This is an optimization exercise on Yosys and OpenROAD, whose aim is small area, not a production implementation. Only simulation tests tie the RTL to the original design; equivalence was not proved. Power figures rest on the tool's default switching activity, not on a simulated workload.

==> design.v <==
package tetris_pkg;
    typedef logic [2:0]  color_code_t;
    typedef logic [23:0] rgb_t;
    function automatic rgb_t PALETTE(input color_code_t code);
        case (code)
            3'd0:    PALETTE = 24'h000000;    
            3'd1:    PALETTE = 24'h00FFFF;    
            3'd2:    PALETTE = 24'hFFFF00;    
            3'd3:    PALETTE = 24'h800080;    
            3'd4:    PALETTE = 24'h00FF00;    
            3'd5:    PALETTE = 24'hFF0000;    
            3'd6:    PALETTE = 24'h0000FF;    
            default: PALETTE = 24'hFFA500;    
        endcase
    endfunction
    localparam rgb_t WALL_COLOR  = 24'hCCCCCC;
    localparam rgb_t FLASH_COLOR = 24'hFFFFFF;
    localparam rgb_t GRID_COLOR  = 24'h404040;
    typedef enum logic {IDLE, FLASH} flash_state_t;
    typedef enum logic [1:0] {
        REGION_OUTSIDE,
        REGION_WALL,
        REGION_INTERIOR
    } region_t;
endpackage
module well_flash_ctrl #(
    parameter int WELL_H       = 20,
    parameter int FLASH_FRAMES = 4
) (
    input  logic                      clock,
    input  logic                      reset,
    input  logic                      frame_tick,
    input  logic                      clear_req,
    input  logic [$clog2(WELL_H)-1:0] clear_row,
    output logic                      clear_busy,
    output logic                      clear_done,
    output logic [$clog2(WELL_H)-1:0] flash_row,
    output logic                      flash_white
);
    localparam int PW = $clog2(FLASH_FRAMES + 1);
    tetris_pkg::flash_state_t state;
    logic [PW-1:0] phase;
    always_ff @(posedge clock or posedge reset) begin
        if (reset) begin
            state      <= tetris_pkg::IDLE;
            phase      <= '0;
            flash_row  <= '0;
            clear_done <= 1'b0;
        end else begin
            clear_done <= 1'b0;
            case (state)
                tetris_pkg::IDLE: begin
                    if (clear_req && (int'(clear_row) < WELL_H)) begin
                        state     <= tetris_pkg::FLASH;
                        phase     <= '0;
                        flash_row <= clear_row;
                    end
                end
                tetris_pkg::FLASH: begin
                    if (frame_tick) begin
                        if (phase == PW'(FLASH_FRAMES - 1)) begin
                            state      <= tetris_pkg::IDLE;
                            phase      <= '0;
                            clear_done <= 1'b1;
                        end else begin
                            phase <= phase + 1'b1;
                        end
                    end
                end
                default: state <= tetris_pkg::IDLE;
            endcase
        end
    end
    assign clear_busy  = (state == tetris_pkg::FLASH);
    assign flash_white = (state == tetris_pkg::FLASH) && !phase[0];
endmodule
module well_renderer #(
    parameter int BLOCK_SIZE   = 20,
    parameter int WELL_W       = 10,
    parameter int WELL_H       = 20,
    parameter int OFF_COL      = 100,
    parameter int OFF_ROW      = 10,
    parameter int FLASH_FRAMES = 4
) (
    input  logic                      clock,
    input  logic                      reset,
    input  logic [10:0]               col,
    input  logic [10:0]               row,
    input  logic                      frame_tick,
    input  logic                      wr_en,
    input  logic [$clog2(WELL_W)-1:0] wr_x,
    input  logic [$clog2(WELL_H)-1:0] wr_y,
    input  logic [2:0]                wr_code,
    input  logic                      board_clr,
    input  logic                      clear_req,
    input  logic [$clog2(WELL_H)-1:0] clear_row,
    output logic                      clear_busy,
    output logic                      clear_done,
    output logic [23:0]               color
);
    localparam int XW = $clog2(WELL_W);
    localparam int YW = $clog2(WELL_H);
    localparam int B  = BLOCK_SIZE;
    localparam logic [10:0] WALL_LEFT  = 11'(OFF_COL);
    localparam logic [10:0] INT_LEFT   = 11'(OFF_COL + B);
    localparam logic [10:0] INT_RIGHT  = 11'(OFF_COL + B * (WELL_W + 1) - 1);
    localparam logic [10:0] WALL_RIGHT = 11'(OFF_COL + B * (WELL_W + 2) - 1);
    localparam logic [10:0] WELL_TOP   = 11'(OFF_ROW);
    localparam logic [10:0] WELL_BOT   = 11'(OFF_ROW + B * WELL_H - 1);
    localparam logic [10:0] FLOOR_BOT  = 11'(OFF_ROW + B * (WELL_H + 1) - 1);
    localparam logic [10:0] BLK        = 11'(B);
    tetris_pkg::region_t     region_d, region_q;
    logic [10:0] dx, dy;
    logic [XW-1:0] blk_x_q;
    logic [YW-1:0] blk_y_q;
    logic        in_frame_cols, in_int_cols, in_well_rows, in_floor_rows;
    assign dx = col - INT_LEFT;
    assign dy = row - WELL_TOP;
    assign in_frame_cols = (col >= WALL_LEFT) && (col <= WALL_RIGHT);
    assign in_int_cols   = (col >= INT_LEFT)  && (col <= INT_RIGHT);
    assign in_well_rows  = (row >= WELL_TOP)  && (row <= WELL_BOT);
    assign in_floor_rows = (row >  WELL_BOT)  && (row <= FLOOR_BOT);
    always_comb begin
        region_d = tetris_pkg::REGION_OUTSIDE;
        if (in_well_rows && in_int_cols)
            region_d = tetris_pkg::REGION_INTERIOR;
        else if ((in_well_rows || in_floor_rows) && in_frame_cols)
            region_d = tetris_pkg::REGION_WALL;
    end
    always_ff @(posedge clock or posedge reset) begin
        if (reset) begin
            region_q <= tetris_pkg::REGION_OUTSIDE;
            blk_x_q  <= '0;
            blk_y_q  <= '0;
        end else begin
            region_q <= region_d;
            blk_x_q  <= XW'(dx / BLK);
            blk_y_q  <= YW'(dy / BLK);
        end
    end
    tetris_pkg::color_code_t board [WELL_H][WELL_W];
    always_ff @(posedge clock or posedge reset) begin
        if (reset) begin
            for (int y = 0; y < WELL_H; y++)
                for (int x = 0; x < WELL_W; x++)
                    board[y][x] <= '0;
        end else if (board_clr) begin
            for (int y = 0; y < WELL_H; y++)
                for (int x = 0; x < WELL_W; x++)
                    board[y][x] <= '0;
        end else if (wr_en && (int'(wr_x) < WELL_W) && (int'(wr_y) < WELL_H)) begin
            board[wr_y][wr_x] <= wr_code;
        end
    end
    logic [YW-1:0] flash_row;
    logic          flash_white;
    well_flash_ctrl #(
        .WELL_H       (WELL_H),
        .FLASH_FRAMES (FLASH_FRAMES)
    ) u_flash (
        .clock       (clock),
        .reset       (reset),
        .frame_tick  (frame_tick),
        .clear_req   (clear_req),
        .clear_row   (clear_row),
        .clear_busy  (clear_busy),
        .clear_done  (clear_done),
        .flash_row   (flash_row),
        .flash_white (flash_white)
    );
    tetris_pkg::color_code_t cell_code;
    tetris_pkg::rgb_t        color_d;
    always_comb begin
        cell_code = '0;
        if (region_q == tetris_pkg::REGION_INTERIOR)
            cell_code = board[blk_y_q][blk_x_q];
    end
    always_comb begin
        color_d = '0;
        case (region_q)
            tetris_pkg::REGION_WALL: color_d = tetris_pkg::WALL_COLOR;
            tetris_pkg::REGION_INTERIOR: begin
                if (flash_white && (blk_y_q == flash_row))
                    color_d = tetris_pkg::FLASH_COLOR;
                else
                    color_d = tetris_pkg::PALETTE(cell_code);
            end
            default: color_d = '0;
        endcase
    end
    always_ff @(posedge clock or posedge reset) begin
        if (reset) color <= '0;
        else       color <= color_d;
    end
endmodule
==> run.sh <==
#!/bin/bash
# synth_recipe.tcl (not shown) runs the flow's synth.tcl, then flattens the netlist and writes it again
# the make line also repeats each setting of config.mk as NAME=value (left out here)
make -C /OpenROAD-flow-scripts/flow DESIGN_CONFIG=/design/flow/config.mk WORK_HOME=/design/flow/orfs CLKGATE_MAP_FILE= SYNTH_SCRIPT=/design/flow/synth_recipe.tcl finish
==> config.mk <==
export PLATFORM = sky130hd
export DESIGN_NAME = well_renderer
export DESIGN_NICKNAME = well_renderer
export VERILOG_FILES = /design/flow/design.v
export SDC_FILE = /design/flow/constraint.sdc
export NUM_CORES = 4
export LEC_CHECK = 0
export CAP_MARGIN = 20
export CORE_MARGIN = 2
export CORE_UTILIZATION = 40
export SLEW_MARGIN = 20
==> constraint.sdc <==
create_clock -name core_clock -period 8.0 [get_ports {clock}]
set_input_delay 1.6000 -clock core_clock [delete_from_list [all_inputs] [get_ports {clock}]]
set_output_delay 1.6000 -clock core_clock [all_outputs]
set_load 0.01 [all_outputs]
==> summary.json <==
{
  "max_clock_freq": {"value": 144.8, "unit": "MHz"},
  "cts.sink_count": {"value": 631},
  "drtPass1Iterations": {"value": 6},
  "chipHeight": {"value": 294.8, "unit": "um"},
  "final-hold-violation-count": {"value": 0},
  "post_cts_hold_buffer_count": {"value": 0},
  "nets": {"value": 4007},
  "met3_usage": {"value": 0.06523},
  "grt_pass1_wl": {"value": 194600, "unit": "um"},
  "maxCapViolations": {"value": 0},
  "place_area": {"value": 35740, "unit": "um2"},
  "totalWireLength": {"value": 129300, "unit": "um"},
  "synth-async-reset-ratio": {"value": 1.000},
  "vdd_drop_max": {"value": 0.2403, "unit": "mV"},
  "timing.setup.critical_path_class": {"value": "input pin to flop"},
  "grt_pass1_vias": {"value": 29650},
  "rsz0062_at_grt": {"value": "false"},
  "syn_inst": {"value": 4056},
  "placeableCoreArea": {"value": 83690, "unit": "um2"},
  "grt_overflow": {"value": 0},
  "viasPerCell": {"value": 6.223},
  "syn_nets": {"value": 4137},
  "combinational_group_share_of_total_power": {"value": 0.424},
  "intPower": {"value": 0.006277, "unit": "W"},
  "yosysTopAreaCellShare": {"value": 0.4668},
  "startpoint_type": {"value": "input pin"},
  "mostFrequentLayoutCell": {"value": "sky130_fd_sc_hd__nand2_1"},
  "post-cts-setup-buffer-count": {"value": 0},
  "final_instance_area": {"value": 38080, "unit": "um2"},
  "placementRows": {"value": 106},
  "synth.area.top_cells": {"value": "sky130_fd_sc_hd__dfrtp_1 47%, sky130_fd_sc_hd__nand2_1 9.0%, sky130_fd_sc_hd__nand3_1 8.9%"},
  "finish_stage_setup_viols": {"value": 0},
  "cp_data_arrival_time": {"value": 7.38, "unit": "ns"},
  "synth.cell_area": {"value": 33820, "unit": "um2"},
  "worst_setup_hold_path_clk_slew": {"value": 0.06, "unit": "ns"},
  "fin_crit_sh": {"value": 0.8634},
  "crit_chain": {"value": "clkdlybuf4s50_1, inv_1, ha_1, nor2b_1, nor2_2, xor2_1, nor4_1, or4_4, o21ai_2, a21oi_2, a22oi_1, o21ai_0, o2bb2ai_2, a31o_2, a21oi_2, and3b_1, o31a_2, o21ai_0, a41oi_1, nand4b_1"},
  "antenna_found_initial": {"value": 2},
  "critical_path.max_stage_delay": {"value": 0.68, "unit": "ns"},
  "io-pin-count": {"value": 71},
  "routedWlPerCell": {"value": 25.30, "unit": "um"},
  "synth_seq_cells": {"value": 631},
  "holdCritPathClass": {"value": "flop to flop"},
  "start_util": {"value": 0.4042},
  "tightest_slew": {"value": 1.184, "unit": "ns"},
  "ctsLongestPathBuffers": {"value": 3},
  "antenna-diode-count": {"value": 0},
  "drive_gt1_frac": {"value": 0.07971},
  "initialDrtViolationCount": {"value": 4255},
  "htree_levels": {"value": 3},
  "hpwl": {"value": 83330, "unit": "um"},
  "groute.layer.met2.usage": {"value": 0.4382},
  "result_of_the_run": {"value": "finished clean"},
  "chipWidth": {"value": 294.8, "unit": "um"},
  "grt_use_met1": {"value": 0.4014},
  "critPathMaxFanout": {"value": 12},
  "p_sw": {"value": 0.005232, "unit": "W"},
  "syn_avg_cell_area": {"value": 8.339, "unit": "um2"},
  "grt_use_total": {"value": 0.2943},
  "synthDominantAreaCellType": {"value": "sky130_fd_sc_hd__dfrtp_1"},
  "place_congestion": {"value": 0.9939},
  "layout.cells.most_common_list": {"value": "815 x sky130_fd_sc_hd__nand2_1, 631 x sky130_fd_sc_hd__dfrtp_1, 602 x sky130_fd_sc_hd__nand3_1"},
  "netSwitchingFraction": {"value": 0.4546},
  "numCtsBuffers": {"value": 70},
  "required": {"value": 8.48, "unit": "ns"},
  "clock_network_latency_to_the_later_pin_of_the_worst_skew_pair": {"value": 0.62, "unit": "ns"},
  "placed_cells": {"value": 4988},
  "final_count_of_pins_violating_max_slew": {"value": 0},
  "power_leakage": {"value": 14.36, "unit": "nW"},
  "syn2layout_area_growth": {"value": 12.58, "unit": "%"},
  "cts_tree": {"value": "done"},
  "ys_seq_area_frac": {"value": 0.4668},
  "finalCriticalPeriod": {"value": 6.907, "unit": "ns"},
  "cts.root.buffer_cell": {"value": "sky130_fd_sc_hd__clkbuf_16"},
  "power.clock.fraction": {"value": 0.290},
  "p_per_area": {"value": 302.2, "unit": "nW/um2"},
  "stdcell_count": {"value": 5111},
  "synth-main-ff-cell": {"value": "sky130_fd_sc_hd__dfrtp_1"},
  "crit_path_top_delay_cell": {"value": "sky130_fd_sc_hd__xor2_1"},
  "drc": {"value": 0},
  "share_seq_of_total_power": {"value": 0.286},
  "number_of_i_o_port_buffers": {"value": 70},
  "post_synthesis_cell_type_count": {"value": 92},
  "ys_warn_count": {"value": 3},
  "number_of_flops_mapped_to_enable_cells_by_yosys": {"value": 0},
  "endpoint_kind": {"value": "flop"},
  "fin_worst_skew": {"value": 0.02489, "unit": "ns"},
  "route.vias.total": {"value": 31800},
  "gr-max-usage-layer": {"value": "met2"},
  "design.die.area": {"value": 86900, "unit": "um2"},
  "slew_headroom": {"value": 0.2078},
  "grt_max_degree": {"value": 213},
  "post_cts.resized_instances": {"value": 0},
  "ant_nets": {"value": 0},
  "reg2reg_slack": {"value": 1.53, "unit": "ns"}
}
per-stage QoR:
| step | hold WS, ns | utilization | setup WS [ns] | TNS [ns] | power, W |
|---|---|---|---|---|---|
| after floorplan | 0.4670 | - | -2.217 | -1398.83 | 0.005648 |
| after global placement | 0.4851 | 0.4270 | 0.5636 | 0 | 0.007970 |
| after detailed placement | 0.4875 | 0.4271 | 0.5585 | 0 | 0.007969 |
| after CTS | 0.5067 | 0.4550 | 1.169 | 0 | 0.01129 |
| after global routing | 0.5335 | 0.4550 | 0.5309 | 0 | 0.01172 |
| final | 0.4983 | 0.4550 | 1.093 | 0 | 0.01151 |
logic make-up (layout without fill, tap and decap cells):
group           Yosys count  after routing  synth area share
simple gates           1766           1766            0.2307
buf+inv                 411            332           0.04772
fa+ha+maj                39             39           0.01513
mux                     102            102           0.03081
xor+xnor                 58             58           0.01565
compound gates         1049           1049            0.1932
flops                   631            631            0.4668
registers in the layout, summed over array words and instances, names as in the netlist:
register and flops:
u_flash.phase 3, blk_y_q 5, region_q 2, board 600
u_flash.clear_done 1, u_flash.state 1, color 10, blk_x_q 4
u_flash.flash_row 5
cell type report:
class / instances / area [um2]
Multi-Input combinational cell: 3014 / 16750
Sequential cell: 631 / 15790
Fill cell: 8165 / 45610
Tap cell: 1134 / 1419
Timing Repair Buffer: 188 / 1695
Inverter: 21 / 82.58
Clock inverter: 15 / 180.2
Clock buffer: 108 / 2160
per-layer routing:
metal / vias up / routed length, um
met5: - / 12
met4: 4 / 7216
met3: 359 / 13210
met2: 1702 / 56500
met1: 15530 / 52370
li1: 14210 / -
synth_stat cells (all sizes together) (14+ instances only):
| master | instances |
|---|---|
| inv | 20 |
| nand3 | 602 |
| a31oi | 36 |
| nand2b | 14 |
| o21ai | 66 |
| a221oi | 28 |
| mux2i | 94 |
| nand2 | 815 |
| ha | 32 |
| nor2 | 174 |
| nor4 | 25 |
| a21oi | 601 |
| xor2 | 16 |
| a222oi | 39 |
| clkbuf | 346 |
| nand4 | 18 |
| and3 | 15 |
| xnor2 | 41 |
| a22o | 49 |
| buf | 44 |
| a22oi | 106 |
| dfrtp | 631 |
| nor3 | 53 |
power by group through the flow:
stage	logic (W)	clock network, W	registers [W]
6_report	0.00489	0.00334	0.00329
5_1_grt	0.00493	0.00349	0.00329
4_1_cts	0.00463	0.00337	0.00329
3_5_place_dp	0.00462	0	0.00335
3_3_place_gp	0.00462	0	0.00335
2_1_floorplan	0.00232	0	0.00332
critical path, delay by kind of cell:
family	cells	cell delay (ns)
simple gates	6	1.68
buf+inv	2	0.81
xor+xnor	1	0.68
fa+ha+maj	1	0.31
compound gates	10	2.29
path summary, 6_finish.rpt:
path	start	endpoint	depth (start not counted)
setup reg to reg	blk_y_q[0]	color[6]	20
min in group asynchronous	reset	board[93][0]	2
hold / removal	u_flash.phase[2]	u_flash.phase[2]	1
hold reg to reg	u_flash.phase[2]	u_flash.phase[2]	1
setup / recovery	row[1]	blk_y_q[0]	20
max in group asynchronous	reset	u_flash.flash_row[1]	4

separate check: timing with driven ports:
The flow's constraints put no driver on any port. The routed layout listed below was extracted and timed again, unchanged, in two steps. Step 1 (the two cells are an assumption about what drives the block):
set clk [get_ports {clock}]
set_driving_cell -lib_cell sky130_fd_sc_hd__clkbuf_16 $clk
set_driving_cell -lib_cell sky130_fd_sc_hd__buf_2 [delete_from_list [all_inputs] $clk]
Step 2, shift: input delay + t, output delay - t, t = (earliest + latest rising clock arrival at the registers) / 2. This alone moves slack from input paths to output paths. Three values: ideal, step 1, step 2; two values: the first two.
shift t [ns]: 0.676
slack for setup (ns): 1.093 / 1.132 / 0.455
worst hold slack (ns): 0.498 / 0.498 / 0.498
worst register clock-pin slew, ns: 0.06 / 0.06
pins driven straight from the clock port: 1
After both steps this run still meets setup and hold. The setup slack of this run moves by +0.039 ns with the drivers and by -0.638 ns with both steps.
